Background: an optimization exercise with open tools, aiming at small area. Do not read the settings as production practice. Where RTL was checked, it was by simulation tests only, not by an equivalence proof against the original. Only the layout flow was run in run 2; the RTL was not checked for function there. No driver is modelled on the clock port, so clocking that relies on it looks cheaper here than on a real chip. Power figures rest on the tool's default switching activity, not on a simulated workload.

**config.mk**
```make
export PLATFORM = sky130hd
export DESIGN_NAME = mips_register_file
export DESIGN_NICKNAME = mips_register_file
export VERILOG_FILES = /design/flow/design.v
export SDC_FILE = /design/flow/constraint.sdc
export NUM_CORES = 4
export LEC_CHECK = 0
export CAP_MARGIN = 10
export CELL_PAD_IN_SITES_DETAIL_PLACEMENT = 1
export CELL_PAD_IN_SITES_GLOBAL_PLACEMENT = 2
export CORE_MARGIN = 2
export CORE_UTILIZATION = 55
export CTS_BUF_LIST = sky130_fd_sc_hd__clkbuf_8
export CTS_CLUSTER_DIAMETER = 50
export CTS_CLUSTER_SIZE = 16
export PLACE_DENSITY = 0.75
export SETUP_SLACK_MARGIN = 0.2
export SLEW_MARGIN = 10
export SYNTH_HIERARCHICAL = 1
```
**constraint.sdc**
```tcl
create_clock -name core_clock -period 8.0 [get_ports {clk}]
set_input_delay 1.6000 -clock core_clock [delete_from_list [all_inputs] [get_ports {clk}]]
set_output_delay 1.6000 -clock core_clock [all_outputs]
set_load 0.01 [all_outputs]
```
**design.v**
```verilog
module mips_rf_pair (
  input  logic a,
  input  logic a_sel_n,
  input  logic b,
  input  logic b_sel_n,
  output logic y
);
  assign y = ~((a | a_sel_n) & (b | b_sel_n));
endmodule
module mips_rf_single (
  input  logic a,
  input  logic a_sel_n,
  output logic y
);
  assign y = ~(a | a_sel_n);
endmodule
module mips_rf_or16 (
  input  logic [15:0] t,
  output logic        y
);
  assign y = |t;
endmodule
module mips_register_file #(
  parameter int DATA_W = 32,
  parameter int ADDR_W = 5,
  parameter int CNT_W  = 16
) (
  input  logic              clk,
  input  logic              rst_n,
  input  logic [ADDR_W-1:0] read_reg1,
  input  logic [ADDR_W-1:0] read_reg2,
  output logic [DATA_W-1:0] read_data1,
  output logic [DATA_W-1:0] read_data2,
  input  logic              reg_write,
  input  logic [ADDR_W-1:0] write_reg,
  input  logic [DATA_W-1:0] write_data,
  input  logic              hilo_write,
  input  logic [DATA_W-1:0] hi_in,
  input  logic [DATA_W-1:0] lo_in,
  output logic [DATA_W-1:0] hi_out,
  output logic [DATA_W-1:0] lo_out,
  input  logic [ADDR_W-1:0] dbg_addr,
  output logic [DATA_W-1:0] dbg_data,
  output logic [CNT_W-1:0]  write_count
);
  localparam int DEPTH = 2**ADDR_W;
  logic [DATA_W-1:0] regs_n [1:DEPTH-1];
  logic [DEPTH-1:1]  valid_q;
  logic [DEPTH-1:1]  we;
  logic [DATA_W-1:0] wdata_n;
  logic [DATA_W-1:0] hi_q;
  logic [DATA_W-1:0] lo_q;
  logic [CNT_W-1:0]  cnt_q;
  logic              commit;
  assign commit  = rst_n && reg_write && (write_reg != '0);
  assign wdata_n = ~write_data;
  always_comb begin
    for (int i = 1; i < DEPTH; i++) we[i] = commit && (write_reg == ADDR_W'(i));
  end
  always_ff @(posedge clk) begin
    for (int i = 1; i < DEPTH; i++)
      if (we[i]) regs_n[i] <= wdata_n;
  end
  always_ff @(posedge clk or negedge rst_n) begin
    if (!rst_n) begin
      valid_q <= '0;
      hi_q    <= '0;
      lo_q    <= '0;
      cnt_q   <= '0;
    end else begin
      valid_q <= valid_q | we;
      if (commit && (cnt_q != '1)) cnt_q <= cnt_q + CNT_W'(1);
      if (hilo_write) begin
        hi_q <= hi_in;
        lo_q <= lo_in;
      end
    end
  end
  logic            byp1, byp2;
  logic [DEPTH-1:0] sel1_n, sel2_n, seld_n;
  assign byp1 = commit && (write_reg == read_reg1);
  assign byp2 = commit && (write_reg == read_reg2);
  always_comb begin
    sel1_n[0] = !byp1;
    sel2_n[0] = !byp2;
    seld_n[0] = 1'b1;
    for (int i = 1; i < DEPTH; i++) begin
      sel1_n[i] = !((read_reg1 == ADDR_W'(i)) && valid_q[i] && !byp1);
      sel2_n[i] = !((read_reg2 == ADDR_W'(i)) && valid_q[i] && !byp2);
      seld_n[i] = !((dbg_addr  == ADDR_W'(i)) && valid_q[i]);
    end
  end
  for (genvar b = 0; b < DATA_W; b++) begin : g_col
    logic [15:0] t1, t2, td;
    for (genvar k = 0; k < DEPTH/2; k++) begin : g_pair
      if (k == 0) begin : g_first
        mips_rf_pair u_p1 (.a(wdata_n[b]), .a_sel_n(sel1_n[0]), .b(regs_n[1][b]), .b_sel_n(sel1_n[1]), .y(t1[k]));
        mips_rf_pair u_p2 (.a(wdata_n[b]), .a_sel_n(sel2_n[0]), .b(regs_n[1][b]), .b_sel_n(sel2_n[1]), .y(t2[k]));
        mips_rf_single u_pd (.a(regs_n[1][b]), .a_sel_n(seld_n[1]), .y(td[k]));
      end else begin : g_rest
        mips_rf_pair u_p1 (.a(regs_n[2*k][b]), .a_sel_n(sel1_n[2*k]), .b(regs_n[2*k+1][b]), .b_sel_n(sel1_n[2*k+1]), .y(t1[k]));
        mips_rf_pair u_p2 (.a(regs_n[2*k][b]), .a_sel_n(sel2_n[2*k]), .b(regs_n[2*k+1][b]), .b_sel_n(sel2_n[2*k+1]), .y(t2[k]));
        mips_rf_pair u_pd (.a(regs_n[2*k][b]), .a_sel_n(seld_n[2*k]), .b(regs_n[2*k+1][b]), .b_sel_n(seld_n[2*k+1]), .y(td[k]));
      end
    end
    mips_rf_or16 u_o1 (.t(t1), .y(read_data1[b]));
    mips_rf_or16 u_o2 (.t(t2), .y(read_data2[b]));
    mips_rf_or16 u_od (.t(td), .y(dbg_data[b]));
  end
  assign hi_out      = hi_q;
  assign lo_out      = lo_q;
  assign write_count = cnt_q;
endmodule
```
**flow/run.sh**
```bash
#!/bin/bash
set -euo pipefail
here=$(pwd)
platform_dont_use="sky130_fd_sc_hd__probe_p_8 sky130_fd_sc_hd__probec_p_8 sky130_fd_sc_hd__lpflow_bleeder_1 sky130_fd_sc_hd__lpflow_clkbufkapwr_1 sky130_fd_sc_hd__lpflow_clkbufkapwr_16 sky130_fd_sc_hd__lpflow_clkbufkapwr_2 sky130_fd_sc_hd__lpflow_clkbufkapwr_4 sky130_fd_sc_hd__lpflow_clkbufkapwr_8 sky130_fd_sc_hd__lpflow_clkinvkapwr_1 sky130_fd_sc_hd__lpflow_clkinvkapwr_16 sky130_fd_sc_hd__lpflow_clkinvkapwr_2 sky130_fd_sc_hd__lpflow_clkinvkapwr_4 sky130_fd_sc_hd__lpflow_clkinvkapwr_8 sky130_fd_sc_hd__lpflow_decapkapwr_12 sky130_fd_sc_hd__lpflow_decapkapwr_3 sky130_fd_sc_hd__lpflow_decapkapwr_4 sky130_fd_sc_hd__lpflow_decapkapwr_6 sky130_fd_sc_hd__lpflow_decapkapwr_8 sky130_fd_sc_hd__lpflow_inputiso0n_1 sky130_fd_sc_hd__lpflow_inputiso0p_1 sky130_fd_sc_hd__lpflow_inputiso1n_1 sky130_fd_sc_hd__lpflow_inputiso1p_1 sky130_fd_sc_hd__lpflow_inputisolatch_1 sky130_fd_sc_hd__lpflow_isobufsrc_1 sky130_fd_sc_hd__lpflow_isobufsrc_16 sky130_fd_sc_hd__lpflow_isobufsrc_2 sky130_fd_sc_hd__lpflow_isobufsrc_4 sky130_fd_sc_hd__lpflow_isobufsrc_8 sky130_fd_sc_hd__lpflow_isobufsrckapwr_16 sky130_fd_sc_hd__lpflow_lsbuf_lh_hl_isowell_tap_1 sky130_fd_sc_hd__lpflow_lsbuf_lh_hl_isowell_tap_2 sky130_fd_sc_hd__lpflow_lsbuf_lh_hl_isowell_tap_4 sky130_fd_sc_hd__lpflow_lsbuf_lh_isowell_4 sky130_fd_sc_hd__lpflow_lsbuf_lh_isowell_tap_1 sky130_fd_sc_hd__lpflow_lsbuf_lh_isowell_tap_2 sky130_fd_sc_hd__lpflow_lsbuf_lh_isowell_tap_4"
extra_dont_use="sky130_fd_sc_hd__buf_12 sky130_fd_sc_hd__buf_16 sky130_fd_sc_hd__buf_8 sky130_fd_sc_hd__buf_6"
extra_dont_use+=" sky130_fd_sc_hd__bufbuf_16 sky130_fd_sc_hd__bufbuf_8 sky130_fd_sc_hd__bufinv_16 sky130_fd_sc_hd__bufinv_8"
extra_dont_use+=" sky130_fd_sc_hd__nand4_4 sky130_fd_sc_hd__nand4_2 sky130_fd_sc_hd__nor2_4 sky130_fd_sc_hd__nor2_8"
extra_dont_use+=" sky130_fd_sc_hd__nand3_4 sky130_fd_sc_hd__nand2_8 sky130_fd_sc_hd__nand2_4"
extra_dont_use+=" sky130_fd_sc_hd__inv_12 sky130_fd_sc_hd__inv_16 sky130_fd_sc_hd__inv_8"
extra_dont_use+=" sky130_fd_sc_hd__nand3_2 sky130_fd_sc_hd__nor3_2 sky130_fd_sc_hd__nor4_2 sky130_fd_sc_hd__nor4_4"
extra_dont_use+=" sky130_fd_sc_hd__nand2_2 sky130_fd_sc_hd__nor2_2 sky130_fd_sc_hd__inv_6 sky130_fd_sc_hd__inv_4"
cts_args="-sink_clustering_enable -repair_clock_nets -dont_use_dummy_load"
cts_args+=" -buf_list {sky130_fd_sc_hd__clkbuf_8}"
cts_args+=" -sink_clustering_size 16 -sink_clustering_max_diameter 50"
bash standard.sh synth > flow_synth.log 2>&1
bash standard.sh \
  "DONT_USE_CELLS=$platform_dont_use $extra_dont_use" \
  "BUFFER_PORTS_ARGS=-buffer_cell sky130_fd_sc_hd__buf_1" \
  "CTS_ARGS=$cts_args" \
  "POST_CTS_TCL=$here/flow/clk_resize.tcl" \
  finish > flow_make.log 2>&1
```
**flow/clk_resize.tcl**
```tcl
# POST_CTS hook: downsize clock-tree buffers one step at a time while the worst flip-flop
# clock-pin slew (placement-estimated parasitics) stays within the target.
set clk_target [expr {105e-12}]
proc clk_worst_slew {} {
  set w 0
  foreach pin [all_registers -clock_pins -edge_triggered] {
    foreach edge {rise fall} {
      foreach an {min max} {
        set s [sta::time_ui_sta [get_property $pin slew_${an}_$edge]]
        if {$s > $w} { set w $s }
      }
    }
  }
  return $w
}
set clk_order {sky130_fd_sc_hd__clkbuf_16 sky130_fd_sc_hd__clkbuf_8 sky130_fd_sc_hd__clkbuf_4 sky130_fd_sc_hd__clkbuf_2}
set clk_db [ord::get_db]
estimate_parasitics -placement
set clk_start [clk_worst_slew]
set clk_limit [expr {max($clk_target, $clk_start)}]
puts "clk_resize: start worst slew [expr {$clk_start * 1e12}] ps, limit [expr {$clk_limit * 1e12}] ps"
set clk_saved 0.0
set clk_n 0
foreach inst [[ord::get_db_block] getInsts] {
  set i [lsearch -exact $clk_order [[$inst getMaster] getName]]
  if {$i < 0} { continue }
  set is_clk 0
  foreach it [$inst getITerms] {
    if {[$it isOutputSignal] && [$it getNet] ne "NULL" && [[$it getNet] getSigType] eq "CLOCK"} { set is_clk 1 }
  }
  if {!$is_clk} { continue }
  while {$i + 1 < [llength $clk_order]} {
    set old [$inst getMaster]
    set new [$clk_db findMaster [lindex $clk_order [expr {$i + 1}]]]
    $inst swapMaster $new
    estimate_parasitics -placement
    if {[clk_worst_slew] > $clk_limit} {
      $inst swapMaster $old
      break
    }
    set clk_saved [expr {$clk_saved + ([$old getWidth] - [$new getWidth]) * [$old getHeight] / 1e6}]
    incr clk_n
    incr i
  }
}
estimate_parasitics -placement
puts "clk_resize: $clk_n downsizing steps, saved $clk_saved um2, end worst slew [expr {[clk_worst_slew] * 1e12}] ps"
```
**standard.sh**
```bash
#!/bin/bash
# synth_recipe.tcl (not shown) runs the flow's synth.tcl, then flattens the netlist and writes it again
# the make line also repeats each setting of config.mk as NAME=value (left out here)
make -C /OpenROAD-flow-scripts/flow DESIGN_CONFIG=/design/flow/config.mk WORK_HOME=/design/flow/orfs CLKGATE_MAP_FILE= SYNTH_SCRIPT=/design/flow/synth_recipe.tcl "${@:-finish}"
```
==> impl_metrics.yaml, run 1 <==
layout:
  layout-drive-gt1-share_pct: 10.6
  fin_nets: 4339
  syn_to_final_growth_pct: 10.9
  stdcell_count: 5394
timing:
  min_period_ns: 7.72
  tightest_slew_ns: 1.42
  final_max_slew_viol_count: 0
  setup_violations: 0
  rsz0062_at_grt: "no"
  period_share_pct: 96.5
  whs_ns: 0.0233
  hold_viol_final: 0
  finClkSkew_ns: 0.232
  relSlewSlack_pct: 5.38
  fmax_mhz: 130
  finalSetupTns_ns: 0
min_path:
  holdCritPathClass: "input pin to asynchronous set/reset pin"
synthesis:
  synth-seq-area-share_pct: 67.9
  synth_area_leader_cell: "edfxtp_1"
  synth_top_area_share_pct: 62.1
  synthesis.area_um2: 48000
  synthesis.nets: 3677
  syn_inst: 3556
  yosys.cell_types.count: 35
  synth.area.top_cells: "edfxtp_1 (62%), o22ai_1 (20%), dfrtp_1 (5.8%)"
  yosys_warnings: 9
  synth-seq-cells: 1103
  avgSynthCellArea_um2: 13.5
die:
  dieArea_um2: 89600
  rows: 108
  core-area_um2: 86600
  pin_count: 296
  die_h_um: 299
  die_w_um: 299
  initial_core_util_pct: 55.4
route:
  via_count: 49400
  drcViolationCount: 0
  routed_wl_um: 264000
  via_per_inst: 9.17
  firstDrtPassIters: 13
  first_iter_violations: 10600
  detail-route-antenna-nets: 0
  wl_per_cell_um: 48.9
worst_setup_path:
  cp.arrival_ns: 6.12
  end_kind: "output port"
  worst_setup_path_start_kind: "input pin"
  r2r_cells: 5
  crit_required_ns: 6.40
  criticalPathCategory: "input pin to output port"
  crit_path_max_fanout: 38
clocking:
  clock-sinks: 1103
  cts_tree: "built"
  cts.clk_slew.worst_paths_ns: 0.10
  worst_skew_pair.late_latency_ns: 1.44
global_route:
  grt_pass1_vias: 48600
  overflow: 0
  grt_first_pass_wirelength_um: 359000
  antenna_found_initial: 22
  grt_max_degree: 56
  track_usage_pct: 57.5
run:
  cap_violations: 0
placement:
  placedCellCount: 5252
  hpwl_um: 160000
  port_buffers: 295
  place_congestion: 1.11
status:
  status: "no timing/DRC/antenna violations"
power_and_ir_drop:
  leakage_nw: 16.8
  finalPower_mw: 10.3
  powerDensity_nw_per_um2: 193
  max-vdd-ir-drop_uv: 159
## layer usage
| layer | global-route usage [%] | vias up | wire [um] |
|---|---|---|---|
| li1 | - | 17400 | - |
| met1 | 66.5 | 23400 | 79300 |
| met2 | 77.1 | 6364 | 103000 |
| met3 | 32.3 | 2246 | 51600 |
| met4 | 47.5 | 32 | 29600 |
| met5 | 1.75 | - | 559 |
## final cells by class
type,instances,area (um2)
diodes,23,57.6
fillers,8648,33400
flip-flops and latches,1103,32600
multi-input cells,2385,15100
well taps,1155,1450
clock buffers,117,1230
repair buffers,579,2670
inverters,32,120
## cells in the mapped netlist
cell type / count
and2_1: 1
ha_1: 1
or4_1: 1
clkbuf_2: 2
or4b_1: 1
a21o_1: 1
nand2b_1: 12
nor4_1: 391
nor4_4: 1
o22ai_1: 1504
nand4_1: 150
edfxtp_1: 992
clkbuf_1: 26
nand3_2: 1
nor2_1: 84
a21oi_1: 3
nand4_4: 1
buf_6: 1
and3_1: 3
or4_4: 1
or3b_2: 1
buf_2: 6
or2_2: 31
nor2b_1: 7
nand4b_1: 31
nand3_1: 27
inv_1: 32
clkbuf_8: 1
mux2_2: 65
nand2_1: 13
or2_1: 6
dfrtp_1: 111
nor3_1: 24
xnor2_1: 12
xor2_1: 12
## flip-flops by register name, indices dropped and copies added, names as in the netlist
signal	flops
lo_q	32
regs_n	992
valid_q	31
cnt_q	16
hi_q	32
## Yosys stat by module (local to each module, per instance)
| module | flops+latches | cells inside | cell area [um2] | copies in the design |
|---|---|---|---|---|
| mips_rf_or16 | 0 | 5 | 31.3 | 96 |
| mips_rf_pair | 0 | 1 | 6.26 | 1504 |
| mips_rf_single | 0 | 1 | 3.75 | 32 |
| mips_register_file | 1103 | 1540 | 35400 | 1 |
## placed cells by master (no fill, tap or decap), types with 24 or more instances in the layout
cell,n
nand4_1,150
buf_2,142
mux2_2,65
inv_1,32
nand3_1,27
clkbuf_8,60
edfxtp_1,992
dfrtp_1,111
buf_1,352
nor4_1,391
o22ai_1,1504
clkbuf_4,47
nand4b_1,31
nor3_1,24
or2_2,31
nor2_1,84
buf_4,83
## metrics by stage
step / cell area (um2) / utilization (%) / worst slack [ns]
final: 53200 / 61.4 / 0.279
after global routing: 53200 / 61.4 / 0.443
after detailed placement: 51900 / 59.9 / 0.842
after global placement: 51900 / 59.9 / 0.879
after floorplan: 48000 / - / 2.20
## kinds of logic (layout without fill, tap and decap cells)
| group | Yosys count | in the layout | share of synthesized area [%] |
|---|---|---|---|
| AOI/OAI and AO/OA | 1508 | 1508 | 19.7 |
| xor gates and xnor gates | 24 | 24 | 0.438 |
| adders and majority gates | 1 | 1 | 0.0261 |
| buffers and inverters | 68 | 728 | 0.589 |
| DFF | 1103 | 1103 | 67.9 |
| muxes | 65 | 65 | 1.53 |
| other | 0 | 23 | 0 |
| and+or+nand+nor | 787 | 787 | 9.88 |
## report_power, final
part	switching [mW]	leakage [nW]	internal, mW
Combinational	0.649	5.86	0.251
Sequential	0.143	10.3	6.39
Clock	1.90	0.689	0.957
Total	2.69	16.8	7.60
## final timing paths
path	from	to	slack, ns
max	write_reg[1]	read_data2[21]	0.28
min	rst_n	lo_q[11]	0.02
max in group asynchronous	rst_n	cnt_q[3]	5.84
min reg2reg	hi_q[18]	hi_q[18]	0.52
min in group core_clock	lo_in[22]	lo_q[22]	0.29
max reg2reg	cnt_q[0]	cnt_q[11]	6.02
## worst max-delay path, stage by stage
cell and delay (ns):
buf_1 0.48, nor3_1 0.16, a21oi_1 0.30, nand4_1 0.12, buf_4 0.30, nand4b_1 0.98, buf_1 0.31, o22ai_1 0.13
nor4_1 1.13, nand4_1 0.36, buf_1 0.23
==> run 2: changes to the inputs <==
==> design.v (replaced) <==
module mips_register_file #(
  parameter int DATA_W = 32,
  parameter int ADDR_W = 5,
  parameter int CNT_W  = 16
) (
  input  logic              clk,
  input  logic              rst_n,
  input  logic [ADDR_W-1:0] read_reg1,
  input  logic [ADDR_W-1:0] read_reg2,
  output logic [DATA_W-1:0] read_data1,
  output logic [DATA_W-1:0] read_data2,
  input  logic              reg_write,
  input  logic [ADDR_W-1:0] write_reg,
  input  logic [DATA_W-1:0] write_data,
  input  logic              hilo_write,
  input  logic [DATA_W-1:0] hi_in,
  input  logic [DATA_W-1:0] lo_in,
  output logic [DATA_W-1:0] hi_out,
  output logic [DATA_W-1:0] lo_out,
  input  logic [ADDR_W-1:0] dbg_addr,
  output logic [DATA_W-1:0] dbg_data,
  output logic [CNT_W-1:0]  write_count
);
  localparam int DEPTH = 2**ADDR_W;
  logic [DATA_W-1:0] regs [DEPTH];
  logic [DATA_W-1:0] hi_q;
  logic [DATA_W-1:0] lo_q;
  logic [CNT_W-1:0]  cnt_q;
  logic              commit;
  assign commit = rst_n && reg_write && (write_reg != '0);
  always_ff @(posedge clk or negedge rst_n) begin
    if (!rst_n) begin
      for (int i = 0; i < DEPTH; i++) regs[i] <= '0;
      hi_q  <= '0;
      lo_q  <= '0;
      cnt_q <= '0;
    end else begin
      if (commit) begin
        regs[write_reg] <= write_data;
        if (cnt_q != '1) cnt_q <= cnt_q + CNT_W'(1);
      end
      if (hilo_write) begin
        hi_q <= hi_in;
        lo_q <= lo_in;
      end
    end
  end
  always_comb begin
    read_data1 = regs[read_reg1];
    if (read_reg1 == '0) read_data1 = '0;
    else if (commit && (write_reg == read_reg1)) read_data1 = write_data;
  end
  always_comb begin
    read_data2 = regs[read_reg2];
    if (read_reg2 == '0) read_data2 = '0;
    else if (commit && (write_reg == read_reg2)) read_data2 = write_data;
  end
  always_comb begin
    dbg_data = regs[dbg_addr];
    if (dbg_addr == '0) dbg_data = '0;
  end
  assign hi_out      = hi_q;
  assign lo_out      = lo_q;
  assign write_count = cnt_q;
endmodule
==> run.sh (new file) <==
#!/bin/bash
# synth_recipe.tcl (not shown) runs the flow's synth.tcl, then flattens the netlist and writes it again
# the make line also repeats each setting of config.mk as NAME=value (left out here)
make -C /OpenROAD-flow-scripts/flow DESIGN_CONFIG=/design/flow/config.mk WORK_HOME=/design/flow/orfs CLKGATE_MAP_FILE= SYNTH_SCRIPT=/design/flow/synth_recipe.tcl finish
==> config.mk (replaced) <==
export PLATFORM = sky130hd
export DESIGN_NAME = mips_register_file
export DESIGN_NICKNAME = mips_register_file
export VERILOG_FILES = /design/flow/design.v
export SDC_FILE = /design/flow/constraint.sdc
export NUM_CORES = 4
export LEC_CHECK = 0
export CAP_MARGIN = 20
export CELL_PAD_IN_SITES_DETAIL_PLACEMENT = 2
export CELL_PAD_IN_SITES_GLOBAL_PLACEMENT = 4
export CORE_MARGIN = 2
export CORE_UTILIZATION = 30
export PLACE_DENSITY = 0.45
export SETUP_SLACK_MARGIN = 0.2
export SLEW_MARGIN = 20
removed: flow/run.sh
removed: flow/clk_resize.tcl
removed: standard.sh
==> run 2 against run 1 <==
Net effect:
- register-to-register slack got worse by 0.05 ns
- largest cell class is now multi-input combinational cells
- combinational power grew to 2.7 times the previous value
- maximum frequency increased by 0.81%
- critical path type unchanged
- still clean on timing, DRC and antenna
- clock skew shrank 0.22 ns
- critical endpoint is now read_data1[14]
- global-route usage is 11 points lower
- die area rose by 120%
- area after synthesis rose by 24%
==> impl_metrics.yaml, run 2 <==
synthesis:
  synth_ff_type: "dfrtp_1"
  avgSynthCellArea_um2: 11.1
  synth.area.top_cells: "dfrtp_1 (45%), mux2_2 (20%), a22oi_1 (8.1%)"
  yosys.cell_types.count: 78
  synth_common_cells: "dfrtp_1 (1,072), mux2_2 (1,068), a22oi_1 (641)"
  yosys_warnings: 2
  synth_edf_count: 0
  synthArstFlopShare_pct: 100
  synth_area_leader_cell: "dfrtp_1"
  synth.most_common_cell: "dfrtp_1"
  synth-seq-cells: 1072
  synthesis.nets: 5448
  synthesis.area_um2: 59300
  synth-seq-area-share_pct: 45.2
  syn_inst: 5327
  synth_top_area_share_pct: 45.2
timing:
  rsz0062_at_grt: "no"
  finClkSkew_ns: 0.00702
  finalSetupTns_ns: 0
  period_share_pct: 95.7
  setup_violations: 0
  min_period_ns: 7.66
  fmax_mhz: 131
  tightest_slew_ns: 1.28
  final_max_slew_viol_count: 0
  relSlewSlack_pct: 14.3
  hold_viol_final: 0
die:
  rows: 163
  core-area_um2: 197000
  initial_core_util_pct: 30.1
  die_w_um: 449
  pin_count: 296
  die_h_um: 449
  dieArea_um2: 201000
clocking:
  cts_buffers: 139
  cts.clk_slew.worst_paths_ns: 0.05
  cts-resized-gates: 0
  htreeDepth: 4
  cts_max_path_buffers: 3
  root_buffer: "clkbuf_16"
  ctsHoldBuffers: 0
  cts_setup_buffers: 0
  cts_tree: "built"
  clock-sinks: 1072
  worst_skew_pair.late_latency_ns: 0.82
power_and_ir_drop:
  finalPower_mw: 16.5
  leakage_nw: 30.5
  max-vdd-ir-drop_uv: 228
  powerDensity_nw_per_um2: 226
global_route:
  grt_pass1_vias: 61000
  antenna_found_initial: 50
  overflow: 0
  track_usage_pct: 46.2
  grt_first_pass_wirelength_um: 623000
  grt_max_degree: 134
route:
  wl_per_cell_um: 56.9
  routed_wl_um: 478000
  drcViolationCount: 0
  via_count: 62100
  via_per_inst: 7.38
  firstDrtPassIters: 10
  first_iter_violations: 10500
  detail-route-antenna-nets: 0
layout:
  fillers: 20500
  largestRegisters: "regs (992), hi_q (32), lo_q (32)"
  mostFrequentLayoutCells: "dfrtp_1 (1,072), mux2_2 (1,068), a22oi_1 (641)"
  syn_to_final_growth_pct: 23.0
  layout.cells.most_common: "dfrtp_1"
  largest_register: "regs"
  largest_reg_flops: 992
  layout-drive-gt1-share_pct: 32.9
  fin_nets: 5745
worst_setup_path:
  reg2reg_slack_ns: 5.97
  max_stage_delay_ns: 1.02
  cp-startpoint: "read_reg1[3]"
  crit_required_ns: 6.40
  r2r_cells: 7
  cp_cell_sequence: "clkdlybuf4s50_1 > nand3b_1 > nor2_4 > buf_4 > a22oi_1 > nand4_1 > nor4_1 > o31ai_1 > buf_4 > clkdlybuf4s50_1"
  worst_setup_path_start_kind: "input pin"
  criticalPathCategory: "input pin to output port"
  crit_slowest_cell: "nor2_4"
  endpoint: "read_data1[14]"
  end_kind: "output port"
  cp.depth: 10
  worst-path-buf-inv: 4
  reg2reg_to: "cnt_q[13]"
  cp_top_family: "buffers and inverters"
  r2r_start: "cnt_q[7]"
  cp.arrival_ns: 6.06
  crit_path_max_fanout: 12
run:
  cap_violations: 0
status:
  status: "no timing/DRC/antenna violations"
placement:
  port_buffers: 295
  place_congestion: 0.974
  hpwl_um: 307000
min_path:
  holdCritPathClass: "register to register"
run 2: per-layer routing:
metal,global-route usage (%),vias up,part of all wire [%]
li1,-,21800,-
met1,58.9,33100,39
met2,65.9,5389,41
met3,15.1,1739,11
met4,31.9,27,8.2
met5,0,-,0.050
run 2: how the worst min path moves through the flow:
stage                 start           end  cells past startpoint
6_report          cnt_q[15]     cnt_q[15]                      1
5_1_grt           cnt_q[15]     cnt_q[15]                      1
4_1_cts           cnt_q[15]     cnt_q[15]                      1
3_5_place_dp      cnt_q[15]     cnt_q[15]                      1
3_3_place_gp      cnt_q[14]     cnt_q[14]                      1
2_1_floorplan  regs[16][31]  regs[16][31]                      1
run 2: power breakdown:
part           total (mW)  internal, mW  switching, mW
clock                6.78          3.98           2.80
sequential           7.26          6.13           1.14
combinational        2.46          1.09           1.38
run 2: logic make-up (layout without fill, tap and decap cells):
logic type / after synthesis / in the layout / synth area share (%)
adder cells (fa/ha/maj): 1 / 1 / 0.0211
other: 0 / 35 / 0
AND/OR/NAND/NOR: 933 / 933 / 8.31
multiplexers: 1089 / 1089 / 20.7
buffers and inverters: 553 / 960 / 4.08
XOR/XNOR: 25 / 25 / 0.369
flip-flops: 1072 / 1072 / 45.2
AO/OA/AOI/OAI: 1654 / 1654 / 21.3
run 2: area by class of cell:
cell class	instances	area (um2)	share of cell area (%)
multi-input cells	3702	31000	42.5
flip-flops and latches	1072	26800	36.8
repair buffers	706	6920	9.49
clock buffers	199	4040	5.53
well taps	2640	3300	4.53
clock inverters	52	757	1.04
diodes	35	87.6	0.120
inverters	3	11.3	0.0154
run 2: metrics by stage:
step / setup slack, ns / cell area (um2) / std cells / utilization, % / hold WS (ns)
after detailed placement: 0.564 / 68100 / 8122 / 34.6 / 0.494
after global placement: 0.181 / 67900 / 8115 / 34.5 / 0.486
after CTS: 0.554 / 72900 / 8373 / 37.0 / 0.509
final: 0.341 / 72900 / 8409 / 37.1 / 0.500
after global routing: 0.506 / 72900 / 8378 / 37.0 / 0.517
after floorplan: 3.13 / 59300 / 5327 / - / 0.509

[static timing again, ports no longer ideal]
How much do the figures lean on ideal ports? The routed layouts below were timed once more, with nothing changed but the port constraints.
Step 1, drivers: a clkbuf_16 drives clk and a buf_2 each remaining input, both assumed.
Step 2, shift: input delay + t, output delay - t, t = (earliest + latest rising clock arrival at the registers) / 2. This alone moves slack from input paths to output paths.
Three values: ideal ports, drivers, drivers and shift; two values: the first two.
run | t (ns) | setup WS [ns] | hold WS [ns] | slew at the worst register clock pin (ns)
run 1 | 1.441 | 0.279 / 0.196 / 0.196 | 0.023 / -0.015 / 0.517 | 0.11 / 0.11
run 2 | 0.925 | 0.341 / 0.306 / 0.306 | 0.500 / 0.500 / 0.500 | 0.08 / 0.08
After both steps every run listed still meets setup and hold. For run 1, which loses most, drivers alone change the setup slack by -0.083 ns; drivers and shift together by -0.083 ns.
